This design comes from an exercise in tuning for a short achievable clock period and few clock cycles per item on the open sky130 flow, not from production work.
No activity file was given, so power comes from the tool's default toggle rates.

==> run a: inputs <==
==> flow/design.v (excerpt) <==
module legv8Core (
	input logic clock,
	input logic rst,
	input logic [XLEN-1:0] imemData,  
	output logic [XLEN-1:0] imemAddr,
	output logic commitValid,
	output logic [XLEN-1:0] commitPc,
	output logic commitRegWrite,
	output logic [REG_ADDR_W-1:0] commitRd,
	output logic [XLEN-1:0] commitRegData,
	output logic commitMemWrite,
	output logic [DMEM_INDEX_W-1:0] commitMemIndex,
	output logic [XLEN-1:0] commitStoreData
);
	logic rstQ;  
	always_ff @(posedge clock) begin
		rstQ <= rst;
	end
	logic [XLEN-1:0] pc;
	logic dRegWrite, dMemRead, dMemWrite, dUseImm;
	logic dSelAdd, dSelSub, dSelAnd, dSelOrr, dSelEor;
	logic dIsCbz, dIsCbnz, dIsB;
	logic [XLEN-1:0] dImm;
	logic [REG_ADDR_W-1:0] dRa, dRm, dRd;  
	logic dReadRt;
	logic [XLEN-1:0] dReadA, dReadM, dReadT, dReadB;
	logic dReadZeroT;
	logic dRtZero;
	logic exValid;
	logic exRegWrite;  
	logic exMemRead;
	logic exMemWrite;  
	logic exUseImm;
  ...
Settings: LEC_CHECK=0, ABC_CLOCK_PERIOD_IN_PS=500, CAP_MARGIN=20, CORE_MARGIN=2, CORE_UTILIZATION=50, SLEW_MARGIN=20, TNS_END_PERCENT=100; clock period 13.0 ns.
standard.sh (not shown) runs the stock make flow with config.mk's settings and CLKGATE_MAP_FILE= SYNTH_SCRIPT=/design/flow/synth_recipe.tcl, a recipe that flattens the netlist after the stock synthesis.
==> flow/flow/run.sh <==
#!/bin/bash
# The standard layout, with three changes to how it is made:
# - the timing repair is asked to leave this much setup slack at the design's
#   clock period, so that it shortens every path as far as it can;
# - the port buffers are plain buffers, which the repair can then size up,
#   instead of the delay buffers buffer_ports picks by default;
# - the pins of rst and commitValid are placed next to each other (pins.tcl).
set -euo pipefail
bash standard.sh "BUFFER_PORTS_ARGS=-buffer_cell sky130_fd_sc_hd__buf_4" \
	"PRE_IO_PLACEMENT_TCL=$(pwd)/flow/pins.tcl" \
	SETUP_SLACK_MARGIN=7.6 finish > standard_make.log 2>&1
==> flow/flow/pins.tcl <==
# rst and commitValid are joined by a combinational path (commitValid is low
# while rst is high); keep their pins side by side so that path stays short.
set_io_pin_constraint -group -order -pin_names {rst commitValid}
==> inputs of run b, as changes to run a <==
==> flow/design.v (replaced) <==
`timescale 1ns/1ps
`default_nettype none
package legv8Pkg;
	localparam int XLEN = 32;  
	localparam int REG_ADDR_W = 5;
	localparam int REG_COUNT = 32;
	localparam logic [REG_ADDR_W-1:0] ZERO_REG = 5'd31;  
	localparam int DMEM_WORDS = 16;
	localparam int DMEM_INDEX_W = 4;  
	localparam logic [XLEN-1:0] PC_STEP = 32'd4;  
	localparam logic [10:0] OP_ADD = 11'b100_0101_1000;
	localparam logic [10:0] OP_SUB = 11'b110_0101_1000;
	localparam logic [10:0] OP_AND = 11'b100_0101_0000;
	localparam logic [10:0] OP_ORR = 11'b101_0101_0000;
	localparam logic [10:0] OP_EOR = 11'b110_0101_0000;
	localparam logic [10:0] OP_LDUR = 11'b111_1100_0010;
	localparam logic [10:0] OP_STUR = 11'b111_1100_0000;
	localparam logic [9:0] OP_ADDI = 10'b10_0100_0100;
	localparam logic [9:0] OP_SUBI = 10'b11_0100_0100;
	localparam logic [9:0] OP_ANDI = 10'b10_0100_1000;
	localparam logic [9:0] OP_ORRI = 10'b10_1100_1000;
	localparam logic [9:0] OP_EORI = 10'b11_0100_1000;
	localparam logic [7:0] OP_CBZ = 8'b1011_0100;
	localparam logic [7:0] OP_CBNZ = 8'b1011_0101;
	localparam logic [5:0] OP_B = 6'b00_0101;  
	typedef enum logic [2:0] {
		ALU_ADD,  
		ALU_SUB,
		ALU_AND,
		ALU_ORR,
		ALU_EOR,
		ALU_PASSB  
	} aluOpT;
	typedef struct packed {
		logic regWrite;
		logic memRead;
		logic memWrite;
		logic memToReg;  
		logic aluSrc;  
		logic condZero;  
		logic condNonZero;  
		logic uncond;  
		aluOpT aluOp;
	} ctrlT;
	typedef struct packed {
		ctrlT ctrl;
		logic [XLEN-1:0] pc;
		logic [REG_ADDR_W-1:0] rd;
		logic [XLEN-1:0] immediate;  
		logic valid;  
	} decodedT;
	typedef struct packed {
		decodedT dec;
		logic [XLEN-1:0] aluResult;
		logic [XLEN-1:0] storeData;
	} execT;
	typedef struct packed {
		logic valid;
		logic [XLEN-1:0] pc;
		logic regWrite;
		logic [REG_ADDR_W-1:0] rd;
		logic [XLEN-1:0] regData;
		logic memWrite;
		logic [DMEM_INDEX_W-1:0] memIndex;
		logic [XLEN-1:0] storeData;
	} commitT;
endpackage
`default_nettype wire
`timescale 1ns/1ps
`default_nettype none
import legv8Pkg::*;
module instructionDecoder (
	input logic [XLEN-1:0] instr,
	output logic regWrite,  
	output logic memRead,  
	output logic memWrite,  
	output logic useImm,  
	output logic selAdd,  
	output logic selSub,
	output logic selAnd,
	output logic selOrr,
	output logic selEor,
	output logic isCbz,
	output logic isCbnz,
	output logic isB,
	output logic [XLEN-1:0] immediate,  
	output logic [REG_ADDR_W-1:0] readAddr1,  
	output logic [REG_ADDR_W-1:0] readAddr2,  
	output logic [REG_ADDR_W-1:0] rd
);
	logic [10:0] op11;
	logic [9:0] op10;
	logic [7:0] op8;
	logic [5:0] op6;
	logic mR, mLd, mSt, mI, mCb;
	logic wr;
	assign op11 = instr[31:21];
	assign op10 = instr[31:22];
	assign op8 = instr[31:24];
	assign op6 = instr[31:26];
	assign rd = instr[4:0];
	assign mR = (op11 == OP_ADD) || (op11 == OP_SUB) || (op11 == OP_AND) || (op11 == OP_ORR)
		|| (op11 == OP_EOR);
	assign mLd = !mR && (op11 == OP_LDUR);
	assign mSt = !mR && (op11 == OP_STUR);
	assign mI = !mR && !mLd && !mSt && ((op10 == OP_ADDI) || (op10 == OP_SUBI)
		|| (op10 == OP_ANDI) || (op10 == OP_ORRI) || (op10 == OP_EORI));
	assign mCb = !mR && !mLd && !mSt && !mI && ((op8 == OP_CBZ) || (op8 == OP_CBNZ));
	assign isCbz = mCb && (op8 == OP_CBZ);
	assign isCbnz = mCb && (op8 == OP_CBNZ);
	assign isB = !mR && !mLd && !mSt && !mI && !mCb && (op6 == OP_B);
	assign wr = mR || mLd || mI;
	assign regWrite = wr && (rd != ZERO_REG);
	assign memRead = mLd;
	assign memWrite = mSt;
	assign useImm = mLd || mSt || mI;
	assign selSub = (mR && op11 == OP_SUB) || (mI && op10 == OP_SUBI);
	assign selAnd = (mR && op11 == OP_AND) || (mI && op10 == OP_ANDI);
	assign selOrr = (mR && op11 == OP_ORR) || (mI && op10 == OP_ORRI);
	assign selEor = (mR && op11 == OP_EOR) || (mI && op10 == OP_EORI);
	assign selAdd = (mR && op11 == OP_ADD) || (mI && op10 == OP_ADDI);
	assign immediate = mI ? {{(XLEN-12){instr[21]}}, instr[21:10]}
		: {{(XLEN-9){instr[20]}}, instr[20:12]};
	assign readAddr1 = instr[9:5];
	assign readAddr2 = (mSt || mCb) ? instr[4:0] : instr[20:16];
endmodule
`default_nettype wire
`timescale 1ns/1ps
`default_nettype none
import legv8Pkg::*;
module registerFile (
	input logic clock,
	input logic clear,  
	input logic [REG_ADDR_W-1:0] readAddr1,
	input logic [REG_ADDR_W-1:0] readAddr2,
	output logic [XLEN-1:0] readData1,
	output logic [XLEN-1:0] readData2,
	output logic readZero2,  
	input logic writeEnable,
	input logic [REG_ADDR_W-1:0] writeAddr,  
	input logic [XLEN-1:0] writeData,
	input logic writeZero  
);
	logic [XLEN-1:0] regs [REG_COUNT-1];
	logic [REG_COUNT-2:0] isZero;
	always_ff @(posedge clock) begin
		if (clear) begin
			for (int i = 0; i < REG_COUNT - 1; i++) begin
				regs[i] <= '0;
			end
		end else if (writeEnable) begin
			regs[writeAddr] <= writeData;
		end
	end
	always_ff @(posedge clock) begin
		if (clear) begin
			isZero <= '1;
		end else if (writeEnable) begin
			isZero[writeAddr] <= writeZero;
		end
	end
	assign readData1 = (readAddr1 == ZERO_REG) ? '0 : regs[readAddr1];
	assign readData2 = (readAddr2 == ZERO_REG) ? '0 : regs[readAddr2];
	assign readZero2 = (readAddr2 == ZERO_REG) || isZero[readAddr2];
endmodule
`default_nettype wire
`timescale 1ns/1ps
`default_nettype none
import legv8Pkg::*;
module executeUnit (
	input logic [XLEN-1:0] operandA,
	input logic [XLEN-1:0] operandB,  
	input logic selAdd,
	input logic selSub,
	input logic selAnd,
	input logic selOrr,
	input logic selEor,
	output logic [XLEN-1:0] aluResult  
);
	logic [XLEN-1:0] sum;
	logic [XLEN-1:0] diff;
	assign sum = operandA + operandB;
	assign diff = operandA - operandB;
	assign aluResult = ({XLEN{selAdd}} & sum)
		| ({XLEN{selSub}} & diff)
		| ({XLEN{selAnd}} & (operandA & operandB))
		| ({XLEN{selOrr}} & (operandA | operandB))
		| ({XLEN{selEor}} & (operandA ^ operandB));
endmodule
`default_nettype wire
`timescale 1ns/1ps
`default_nettype none
import legv8Pkg::*;
module memoryWriteback (
	input logic clock,
	input logic clear,  
	input logic [DMEM_INDEX_W-1:0] index,
	output logic [XLEN-1:0] readData,
	input logic writeEnable,
	input logic [XLEN-1:0] writeData
);
	logic [XLEN-1:0] dmem [DMEM_WORDS];
	always_ff @(posedge clock) begin
		if (clear) begin
			for (int i = 0; i < DMEM_WORDS; i++) begin
				dmem[i] <= '0;
			end
		end else if (writeEnable) begin
			dmem[index] <= writeData;
		end
	end
	assign readData = dmem[index];
endmodule
`default_nettype wire
`timescale 1ns/1ps
`default_nettype none
import legv8Pkg::*;
module pcUnit (
	input logic clock,
	input logic clear,  
	input logic [XLEN-1:0] instr,
	input logic isB,
	input logic isCbz,
	input logic isCbnz,
	input logic rtZero,  
	output logic [XLEN-1:0] pc
);
	logic [XLEN-1:0] seqPc;
	logic [XLEN-1:0] targetB;
	logic [XLEN-1:0] targetCb;
	logic [XLEN-1:0] nextPc;
	logic cbTaken;
	assign seqPc = pc + PC_STEP;
	assign targetB = pc + {{(XLEN-28){instr[25]}}, instr[25:0], 2'b00};
	assign targetCb = pc + {{(XLEN-21){instr[23]}}, instr[23:5], 2'b00};
	assign cbTaken = (isCbz && rtZero) || (isCbnz && !rtZero);
	assign nextPc = ({XLEN{isB}} & targetB)
		| ({XLEN{cbTaken}} & targetCb)
		| ({XLEN{!isB && !cbTaken}} & seqPc);
	always_ff @(posedge clock) begin
		if (clear) begin
			pc <= '0;
		end else begin
			pc <= nextPc;
		end
	end
endmodule
`default_nettype wire
`timescale 1ns/1ps
`default_nettype none
import legv8Pkg::*;
module legv8Core (
	input logic clock,
	input logic rst,
	input logic [XLEN-1:0] imemData,  
	output logic [XLEN-1:0] imemAddr,
	output logic commitValid,
	output logic [XLEN-1:0] commitPc,
	output logic commitRegWrite,
	output logic [REG_ADDR_W-1:0] commitRd,
	output logic [XLEN-1:0] commitRegData,
	output logic commitMemWrite,
	output logic [DMEM_INDEX_W-1:0] commitMemIndex,
	output logic [XLEN-1:0] commitStoreData
);
	logic rstQ;  
	always_ff @(posedge clock) begin
		rstQ <= rst;
	end
	logic [XLEN-1:0] pc;
	logic dRegWrite, dMemRead, dMemWrite, dUseImm;
	logic dSelAdd, dSelSub, dSelAnd, dSelOrr, dSelEor;
	logic dIsCbz, dIsCbnz, dIsB;
	logic [XLEN-1:0] dImm;
	logic [REG_ADDR_W-1:0] dRa, dRb, dRd;
	logic [XLEN-1:0] dReadA, dReadB;
	logic dReadZeroB;
	logic dRtZero;
	logic exValid;
	logic exRegWrite;  
	logic exMemRead;
	logic exMemWrite;  
	logic exUseImm;
	logic exSelAdd, exSelSub, exSelAnd, exSelOrr, exSelEor;
	logic [XLEN-1:0] exImm;
	logic [REG_ADDR_W-1:0] exRd;
	logic [XLEN-1:0] exPc;
	logic [XLEN-1:0] exReadA, exReadB;
	logic exFwdA, exFwdB;  
	logic [XLEN-1:0] exA, exB, exOperand2;
	logic [XLEN-1:0] exAlu;
	logic [DMEM_INDEX_W+1:0] exAddrLow;
	logic [DMEM_INDEX_W-1:0] exIndex;
	logic [XLEN-1:0] exLoad;
	logic [XLEN-1:0] exResult;
	logic exZero;
	logic cValid;
	logic [XLEN-1:0] cPc;
	logic cRegWrite;
	logic [REG_ADDR_W-1:0] cRd;
	logic [XLEN-1:0] cRegData;
	logic cMemWrite;
	logic [DMEM_INDEX_W-1:0] cMemIndex;
	logic [XLEN-1:0] cStoreData;
	assign imemAddr = pc;
	instructionDecoder u_instructionDecoder (
		.instr(imemData),
		.regWrite(dRegWrite),
		.memRead(dMemRead),
		.memWrite(dMemWrite),
		.useImm(dUseImm),
		.selAdd(dSelAdd),
		.selSub(dSelSub),
		.selAnd(dSelAnd),
		.selOrr(dSelOrr),
		.selEor(dSelEor),
		.isCbz(dIsCbz),
		.isCbnz(dIsCbnz),
		.isB(dIsB),
		.immediate(dImm),
		.readAddr1(dRa),
		.readAddr2(dRb),
		.rd(dRd)
	);
	registerFile u_registerFile (
		.clock(clock),
		.clear(rstQ),
		.readAddr1(dRa),
		.readAddr2(dRb),
		.readData1(dReadA),
		.readData2(dReadB),
		.readZero2(dReadZeroB),
		.writeEnable(exRegWrite),
		.writeAddr(exRd),
		.writeData(exResult),
		.writeZero(exZero)
	);
	assign dRtZero = (exRegWrite && exRd == dRb) ? exZero : dReadZeroB;
	pcUnit u_pcUnit (
		.clock(clock),
		.clear(rstQ),
		.instr(imemData),
		.isB(dIsB),
		.isCbz(dIsCbz),
		.isCbnz(dIsCbnz),
		.rtZero(dRtZero),
		.pc(pc)
	);
	always_ff @(posedge clock) begin
		exValid <= !rst && !rstQ;
		exRegWrite <= dRegWrite && !rst && !rstQ;
		exMemWrite <= dMemWrite && !rst && !rstQ;
		exMemRead <= dMemRead;
		exUseImm <= dUseImm;
		exSelAdd <= dSelAdd || dMemRead || dMemWrite;
		exSelSub <= dSelSub;
		exSelAnd <= dSelAnd;
		exSelOrr <= dSelOrr;
		exSelEor <= dSelEor;
		exImm <= dImm;
		exRd <= dRd;
		exPc <= pc;
		exReadA <= dReadA;
		exReadB <= dReadB;
		exFwdA <= exRegWrite && exRd == dRa;
		exFwdB <= exRegWrite && exRd == dRb;
	end
	assign exA = exFwdA ? cRegData : exReadA;
	assign exB = exFwdB ? cRegData : exReadB;  
	assign exOperand2 = exUseImm ? exImm : exB;
	executeUnit u_executeUnit (
		.operandA(exA),
		.operandB(exOperand2),
		.selAdd(exSelAdd && !exMemRead),
		.selSub(exSelSub),
		.selAnd(exSelAnd),
		.selOrr(exSelOrr),
		.selEor(exSelEor),
		.aluResult(exAlu)
	);
	assign exAddrLow = exA[DMEM_INDEX_W+1:0] + exImm[DMEM_INDEX_W+1:0];
	assign exIndex = exAddrLow[DMEM_INDEX_W+1:2];
	memoryWriteback u_memoryWriteback (
		.clock(clock),
		.clear(rstQ),
		.index(exIndex),
		.readData(exLoad),
		.writeEnable(exMemWrite),
		.writeData(exB)
	);
	assign exResult = exMemRead ? exLoad : exAlu;
	assign exZero = (exResult == '0);
	always_ff @(posedge clock) begin
		cValid <= exValid && !rst;
		cPc <= exPc;
		cRegWrite <= exRegWrite;
		cRd <= exRd;
		cRegData <= exResult;
		cMemWrite <= exMemWrite;
		cMemIndex <= exIndex;
		cStoreData <= exB;
	end
	assign commitValid = cValid && !rst;
	assign commitPc = cPc;
	assign commitRegWrite = cRegWrite;
	assign commitRd = cRd;
	assign commitRegData = cRegData;
	assign commitMemWrite = cMemWrite;
	assign commitMemIndex = cMemIndex;
	assign commitStoreData = cStoreData;
endmodule
`default_nettype wire
==> flow/run.sh (new file) <==
#!/bin/bash
# synth_recipe.tcl (not shown) runs the flow's synth.tcl, then flattens the netlist and writes it again
# the make line also repeats each setting of config.mk as NAME=value (left out here)
make -C /OpenROAD-flow-scripts/flow DESIGN_CONFIG=/design/flow/config.mk WORK_HOME=/design/flow/orfs CLKGATE_MAP_FILE= SYNTH_SCRIPT=/design/flow/synth_recipe.tcl finish
ABC_CLOCK_PERIOD_IN_PS = 2000   (was 500)
CORE_UTILIZATION = 35   (was 50)
SETUP_SLACK_MARGIN = 5   (was unset)
removed: flow/flow/run.sh
removed: flow/flow/pins.tcl
removed: flow/standard.sh
==> comparison table <==
|  | run a | run b |
|---|---|---|
| GRT Resource Usage Total | 0.371 | 0.250 |
| #MultiIn Comb | 5019 | 5081 |
| Bufs w/o clock | 417 | 409 |
| Placed instance area | 106000 um^2 | 99800 um^2 |
| Register share of the cell area | 0.458 | 0.488 |
| Final WS setup | 7.48 ns | 5.01 ns |
| Number of buffers created by CTS | 199 | 198 |
| Total internal power | 11400 uW | 10500 uW |
| Cells after DPL | 10.1k | 11.0k |
| Setup Fix Bufs, Post-CTS | 14 | 6 |
| Layout cells sized above 1 | 0.258 | 0.175 |
| Fraction of power consumed by sequential logic | 0.424 | 0.449 |
| Well-tap cell count | 2672 | 3552 |
| Per-cell via count in the routed design | 7.10 | 6.11 |
| Outcome | no timing/DRC/antenna violations | no timing/DRC/antenna violations |
| Via count of the first global-routing pass | 71.8k | 68.3k |
| Die outline area | 207000 um^2 | 272000 um^2 |
| Non-filler cells, final | 10.5k | 11.4k |
| Leading cell type in the layout, fill and taps excluded | sky130_fd_sc_hd__edfxtp_1 | sky130_fd_sc_hd__nor2_1 |
| Num sequential | 1849 | 1833 |
| Non-clock buffer share | 0.0334 | 0.0344 |
| Detail Route met3 WL | 52.1 mm | 39.2 mm |
| Total standard cell area after synthesis | 102000 um^2 | 93900 um^2 |
| Slew Limit Headroom | 0.214 | 0.165 |
| Slew at the pin closest to its max-slew limit | 1.18 ns | 1.25 ns |
Function was not checked in any run of this note: the RTL went through the layout flow alone.

## afterwards: timing with drivers on the ports
In the flow no input, the clock included, has a driving cell. The finished layouts below were timed again as built, in two steps.
Step 1: set_driving_cell puts a clkbuf_16 on clock and a buf_2 on each other input, an assumption about the parent block.
Step 2 adds t to the input delays and takes it off the output delays; t is the mean of the earliest and latest rising clock arrival at the registers after step 1. Input paths then give back, and output paths get back, about the clock's delay inside the block.
a / b / c = no drivers / after step 1 / after step 2; a / b = the first two.
run | shift t [ns] | slack for setup (ns) | hold WS [ns] | worst register clock-pin slew, ns | worst slew at a driven data input, ns
run a | 0.975 | 7.481 / 7.430 / 6.573 | 0.325 / 0.325 / 0.325 | 0.08 / 0.08 | 0.09
run b | 0.966 | 5.012 / 5.012 / 4.508 | 0.321 / 0.321 / 0.321 | 0.07 / 0.07 | 0.14
After both steps every run listed still meets setup and hold. For run a, which loses most, drivers alone change the setup slack by -0.051 ns; drivers and shift together by -0.908 ns.
